Source: an optimization exercise on an open RTL-to-GDS flow (aim: small area, a short achievable clock period and few clock cycles per item). Production flows keep margins and buffers that such runs may drop.
At most, simulation tests tie the RTL to the original design; equivalence was not proved.
Power figures rest on the tool's default switching activity, not on a simulated workload.

==> flow/design.v <==
package tconv_pkg;
  localparam int OMAP_W       = 14;
  localparam int OMAP_SEL_MSB = 13;
  localparam int OMAP_SEL_LSB = 10;
  localparam int OMAP_ADDR_W  = 9;
  localparam int OMAP_SEL_W   = OMAP_SEL_MSB - OMAP_SEL_LSB + 1;
  localparam int TGT_W = OMAP_SEL_W + OMAP_ADDR_W;
  localparam int ACC_PIPE_DEPTH = 6;
  typedef enum logic [1:0] {
    ST_IDLE  = 2'd0,
    ST_ISSUE = 2'd1,
    ST_DRAIN = 2'd2
  } sched_state_e;
  typedef struct packed {
    logic             valid;
    logic [TGT_W-1:0] tgt;
  } hist_entry_t;
endpackage
import tconv_pkg::*;
module hazard_window
#(
  parameter int DEPTH = ACC_PIPE_DEPTH
) (
  input  logic             clk,
  input  logic             rst_n,
  input  logic             push_valid,
  input  logic [TGT_W-1:0] push_tgt,
  input  logic [TGT_W-1:0] probe_tgt,
  output logic             hit,
  output logic             hit_young    
);
  localparam int SLOTS = DEPTH - 1;
  logic [SLOTS-1:0]            hist_v_q;
  logic [SLOTS-1:0][TGT_W-1:0] hist_t_q;
  logic [SLOTS-1:0]            match;
  always_ff @(posedge clk or negedge rst_n) begin
    if (!rst_n) hist_v_q <= '0;
    else        hist_v_q <= {hist_v_q[SLOTS-2:0], push_valid};
  end
  always_ff @(posedge clk) begin
    hist_t_q <= {hist_t_q[SLOTS-2:0], push_tgt};
  end
  always_comb begin
    for (int i = 0; i < SLOTS; i++) match[i] = hist_v_q[i] && (hist_t_q[i] == probe_tgt);
    hit       = |match;
    hit_young = |match[SLOTS-2:0];
  end
endmodule
import tconv_pkg::*;
module accum_drain_scheduler
#(
  parameter int DW        = 16,
  parameter int NUM_COLS  = 16,
  parameter int HAZ_DEPTH = ACC_PIPE_DEPTH
) (
  input  logic                       clk,
  input  logic                       rst_n,
  input  logic                       vec_valid,
  output logic                       vec_ready,
  input  logic [NUM_COLS*DW-1:0]     vec_flat,
  input  logic [NUM_COLS-1:0]        cmap,
  input  logic [NUM_COLS*OMAP_W-1:0] omap_flat,
  output logic [DW-1:0]              partial_out,
  output logic [3:0]                 col_id,
  output logic                       partial_valid,
  output logic [NUM_COLS-1:0]        cmap_out,
  output logic [NUM_COLS*OMAP_W-1:0] omap_out,
  output logic                       busy,
  output logic                       done,
  output logic [15:0]                stall_cnt
);
  localparam int NC = NUM_COLS;
  function automatic logic [TGT_W-1:0] tgt_of(input logic [OMAP_W-1:0] e);
    tgt_of = {e[OMAP_SEL_MSB:OMAP_SEL_LSB], e[OMAP_ADDR_W-1:0]};
  endfunction
  function automatic logic [NC-1:0] lowest(input logic [NC-1:0] m);
    logic [NC-1:0] r;
    logic          seen;
    r = '0;
    seen = 1'b0;
    for (int i = 0; i < NC; i++) begin
      r[i] = m[i] & ~seen;
      seen = seen | m[i];
    end
    lowest = r;
  endfunction
  function automatic logic [NC-1:0] pre(input logic [NC-1:0] m);
    logic [NC-1:0] r;
    logic          seen;
    seen = 1'b0;
    for (int i = 0; i < NC; i++) begin
      r[i] = seen;
      seen = seen | m[i];
    end
    pre = r;
  endfunction
  function automatic logic [3:0] enc(input logic [NC-1:0] oh);
    logic [3:0] r;
    r = '0;
    for (int i = 0; i < NC; i++) if (oh[i]) r = r | 4'(i);
    enc = r;
  endfunction
  logic [NC*DW-1:0]     vec_q;
  logic [NC-1:0]        cmap_q;
  logic [NC*OMAP_W-1:0] omap_q;
  logic [NC-1:0]        pend_q, pend_d;    
  logic [NC-1:0]        nx_q, nx_d;        
  logic [NC-1:0]        nx_ab_q, nx_ab_d;  
  logic                 p_any, p_any_d;    
  logic                 c_v_q, c_v_d;
  logic                 c_old_q, c_old_d;  
  logic [3:0]           c_col_q, c_col_d;
  logic [TGT_W-1:0]     c_tgt_q, c_tgt_d;
  logic                 ready_q, ready_d;
  logic                 busy_q, busy_d;
  logic                 zpend_q, zpend_d;
  logic [6:0]           tok_q, tok_d;
  logic                 done_q;
  logic [DW-1:0]        out_q;
  logic [3:0]           col_q;
  logic                 pv_q;
  logic [15:0]          stall_q;
  logic hit, hit_young, fire, accept;
  hazard_window #(
    .DEPTH (HAZ_DEPTH)
  ) u_hazard_window (
    .clk        (clk),
    .rst_n      (rst_n),
    .push_valid (fire),
    .push_tgt   (c_tgt_q),
    .probe_tgt  (c_tgt_q),
    .hit        (hit),
    .hit_young  (hit_young)
  );
  assign fire   = c_v_q & ~hit;
  assign accept = ready_q & vec_valid;
  logic [NC-1:0]    in_oh_q, in_nx;
  logic [TGT_W-1:0] in_tgt;
  logic             in_zero, in_rest;
  always_comb begin
    in_tgt = '0;
    for (int i = 0; i < NC; i++) begin
      in_tgt = in_tgt | ({TGT_W{in_oh_q[i]}} & tgt_of(omap_flat[i*OMAP_W +: OMAP_W]));
    end
    in_zero = (in_oh_q == '0);
    in_nx   = lowest(cmap & ~in_oh_q);
    in_rest = ((cmap & ~in_oh_q) != '0);
  end
  always_ff @(posedge clk) begin
    in_oh_q <= lowest(cmap);
  end
  logic [NC-1:0]    c_oh, n2, n2_ab, c_ab, p_rest, p_hi;
  logic [TGT_W-1:0] nx_tgt;
  logic [DW-1:0]    c_dat;
  logic             n2_any;
  always_comb begin
    for (int i = 0; i < NC; i++) c_oh[i] = (c_col_q == 4'(i));
    nx_tgt = '0;
    c_dat  = '0;
    for (int i = 0; i < NC; i++) begin
      nx_tgt = nx_tgt | ({TGT_W{nx_q[i]}} & tgt_of(omap_q[i*OMAP_W +: OMAP_W]));
      c_dat  = c_dat  | ({DW{c_oh[i]}} & vec_q[i*DW +: DW]);
    end
    n2_any = ((pend_q & ~nx_q) != '0);
    p_rest = pend_q & ~nx_q;
    p_hi   = p_rest & nx_ab_q;
    if (p_hi != '0) begin
      n2    = lowest(p_hi);
      n2_ab = pre(p_hi);
    end else begin
      n2    = lowest(p_rest);
      n2_ab = pre(p_rest);
    end
    for (int i = 0; i < NC; i++) c_ab[i] = (4'(i) > c_col_q);
  end
  logic c_free, take, last_fire, zins;
  always_comb begin
    c_free    = ~c_v_q | fire;
    take      = p_any & (fire | (c_v_q & ~c_old_q & hit_young));
    last_fire = fire & (c_old_q | ~p_any);
    c_v_d   = c_v_q;
    c_old_d = c_old_q;
    c_col_d = c_col_q;
    c_tgt_d = c_tgt_q;
    pend_d  = pend_q;
    nx_d    = nx_q;
    nx_ab_d = nx_ab_q;
    p_any_d = p_any;
    if (ready_q) begin
      if (!c_free) begin
        c_old_d = accept | c_old_q;
        if (accept) begin
          pend_d  = cmap;
          nx_d    = in_oh_q;
          nx_ab_d = pre(in_oh_q);
          p_any_d = ~in_zero;
        end
      end else begin
        c_v_d   = accept & ~in_zero;
        c_old_d = 1'b0;
        c_col_d = enc(in_oh_q);
        c_tgt_d = in_tgt;
        if (accept) begin
          pend_d  = cmap & ~in_oh_q;
          nx_d    = in_nx;
          nx_ab_d = pre(cmap & ~in_oh_q);
          p_any_d = in_rest;
        end
      end
    end else if (take) begin
      c_v_d   = 1'b1;
      c_old_d = 1'b0;
      c_col_d = enc(nx_q);
      c_tgt_d = nx_tgt;
      if (fire) begin
        pend_d  = pend_q & ~nx_q;
        nx_d    = n2;
        nx_ab_d = n2_ab;
        p_any_d = n2_any;
      end else begin
        pend_d = (pend_q & ~nx_q) | c_oh;
        nx_d    = n2_any ? n2 : c_oh;
        nx_ab_d = n2_any ? n2_ab : c_ab;
      end
    end else if (fire) begin
      c_v_d   = 1'b0;
      c_old_d = 1'b0;
    end
    zins    = (accept & in_zero & ~c_v_q) | (zpend_q & ~c_v_q);
    zpend_d = zpend_q ? c_v_q : (accept & in_zero & c_v_q);
    tok_d   = {tok_q[5:0], last_fire | zins};
    busy_d  = c_v_d | zpend_d | (tok_d != '0);
    ready_d = vec_valid & ~accept & ~zpend_d & (~p_any | (fire & ~n2_any));
  end
  always_ff @(posedge clk or negedge rst_n) begin
    if (!rst_n) begin
      cmap_q  <= '0;
      omap_q  <= '0;
    end else if (accept) begin
      cmap_q  <= cmap;
      omap_q  <= omap_flat;
    end
  end
  always_ff @(posedge clk) begin
    if (ready_q) vec_q <= vec_flat;
  end
  always_ff @(posedge clk or negedge rst_n) begin
    if (!rst_n) begin
      pend_q  <= '0;
      nx_q    <= '0;
      nx_ab_q <= '0;
      p_any   <= 1'b0;
      c_v_q   <= 1'b0;
      c_old_q <= 1'b0;
      ready_q <= 1'b0;
      busy_q  <= 1'b0;
      zpend_q <= 1'b0;
      tok_q   <= '0;
      done_q  <= 1'b0;
      pv_q    <= 1'b0;
      stall_q <= '0;
    end else begin
      pend_q  <= pend_d;
      nx_q    <= nx_d;
      nx_ab_q <= nx_ab_d;
      p_any   <= p_any_d;
      c_v_q   <= c_v_d;
      c_old_q <= c_old_d;
      ready_q <= ready_d;
      busy_q  <= busy_d;
      zpend_q <= zpend_d;
      tok_q   <= tok_d;
      done_q  <= tok_q[6];
      pv_q    <= fire;
      if (c_v_q && hit && (stall_q != 16'hFFFF)) stall_q <= stall_q + 16'd1;
    end
  end
  always_ff @(posedge clk) begin
    c_col_q <= c_col_d;
    c_tgt_q <= c_tgt_d;
    col_q   <= c_col_q;
    if (!c_old_q) out_q <= c_dat;
  end
  assign vec_ready     = ready_q;
  assign busy          = busy_q;
  assign partial_out   = out_q;
  assign col_id        = col_q;
  assign partial_valid = pv_q;
  assign done          = done_q;
  assign stall_cnt     = stall_q;
  assign cmap_out      = cmap_q;
  assign omap_out      = omap_q;
endmodule
Settings: LEC_CHECK=0, ABC_CLOCK_PERIOD_IN_PS=2500, CAP_MARGIN=20, CORE_MARGIN=2, CORE_UTILIZATION=40, SETUP_SLACK_MARGIN=3.5, SLEW_MARGIN=20; clock period 6.0 ns.
standard.sh (not shown) runs the stock make flow with config.mk's settings and CLKGATE_MAP_FILE= SYNTH_SCRIPT=/design/flow/synth_recipe.tcl, a recipe that flattens the netlist after the stock synthesis.
==> flow/flow/run.sh <==
#!/bin/bash
# Standard layout, but the port buffers are the platform's smallest buffer instead of the
# delay buffer buffer_ports picks by default; repair still resizes any that need it.
set -euo pipefail
cd "$(dirname "$0")/.."
bash standard.sh BUFFER_PORTS_ARGS="-buffer_cell sky130_fd_sc_hd__buf_1" finish > run_standard.log 2>&1
Rerun with:
--- a/flow/design.v
+++ b/flow/design.v
@@ -186,26 +186,22 @@
     nx_d    = nx_q;
     nx_ab_d = nx_ab_q;
     p_any_d = p_any;
-    if (ready_q) begin
+    if (accept) begin
       if (!c_free) begin
-        c_old_d = accept | c_old_q;
-        if (accept) begin
-          pend_d  = cmap;
-          nx_d    = in_oh_q;
-          nx_ab_d = pre(in_oh_q);
-          p_any_d = ~in_zero;
-        end
+        c_old_d = 1'b1;
+        pend_d  = cmap;
+        nx_d    = in_oh_q;
+        nx_ab_d = pre(in_oh_q);
+        p_any_d = ~in_zero;
       end else begin
-        c_v_d   = accept & ~in_zero;
+        c_v_d   = ~in_zero;
         c_old_d = 1'b0;
         c_col_d = enc(in_oh_q);
         c_tgt_d = in_tgt;
-        if (accept) begin
-          pend_d  = cmap & ~in_oh_q;
-          nx_d    = in_nx;
-          nx_ab_d = pre(cmap & ~in_oh_q);
-          p_any_d = in_rest;
-        end
+        pend_d  = cmap & ~in_oh_q;
+        nx_d    = in_nx;
+        nx_ab_d = pre(cmap & ~in_oh_q);
+        p_any_d = in_rest;
       end
     end else if (take) begin
       c_v_d   = 1'b1;
@@ -242,7 +238,7 @@
     end
   end
   always_ff @(posedge clk) begin
-    if (ready_q) vec_q <= vec_flat;
+    if (accept) vec_q <= vec_flat;
   end
   always_ff @(posedge clk or negedge rst_n) begin
     if (!rst_n) begin
Register-to-register slack improved by 0.11 ns. Die area grows by 0.38%. Routed wire length increases by 6.1%. Setup slack is better by 0.11 ns. Total power shrinks by 33%. Cell count came out lower by 0.43%. Clock power decreases by 7.3%. Worst hold slack stays flat. Final area shrinks by 1.3%. Clock-buffer cell count went up by 13. Area after synthesis came out higher by 0.38%. Via count is higher by 1.6%. Sequential share of layout area went up by 0.64 points.
Testbench counts after the change, summed over its fixed seeds: cycles 76,207, items 3,200.
The RTL of the first run of this note was laid out without a check of its function.

-- re-timing with driven ports --
The results above use ideal ports. As a check the final layouts listed here were re-extracted and re-timed, cells and wires unchanged.
Step 1 sets driving cells, clkbuf_16 on the clock port and buf_2 on the other inputs (assumed; they add their load-dependent delay and slew).
Step 2 also shifts input and output timing later by t, the mid clock arrival at the registers, as if the neighbouring blocks saw the same clock.
a / b / c = ideal / step 1 / step 2; a / b = the first two.
run | t, ns | slack for setup (ns) | worst hold slack (ns) | clock arrival spread, ns | worst register clock-pin slew, ns
the first run | 0.695 | 3.123 / 3.123 / 2.771 | 0.344 / 0.344 / 0.344 | 0.060 / 0.060 | 0.07 / 0.07
the second run | 0.718 | 3.235 / 3.235 / 2.651 | 0.347 / 0.347 / 0.347 | 0.051 / 0.051 | 0.07 / 0.07
After both steps setup and hold are still met in every run listed. The setup slack of the second run, which loses most, moves by 0.000 ns with the drivers and by -0.584 ns with both steps.
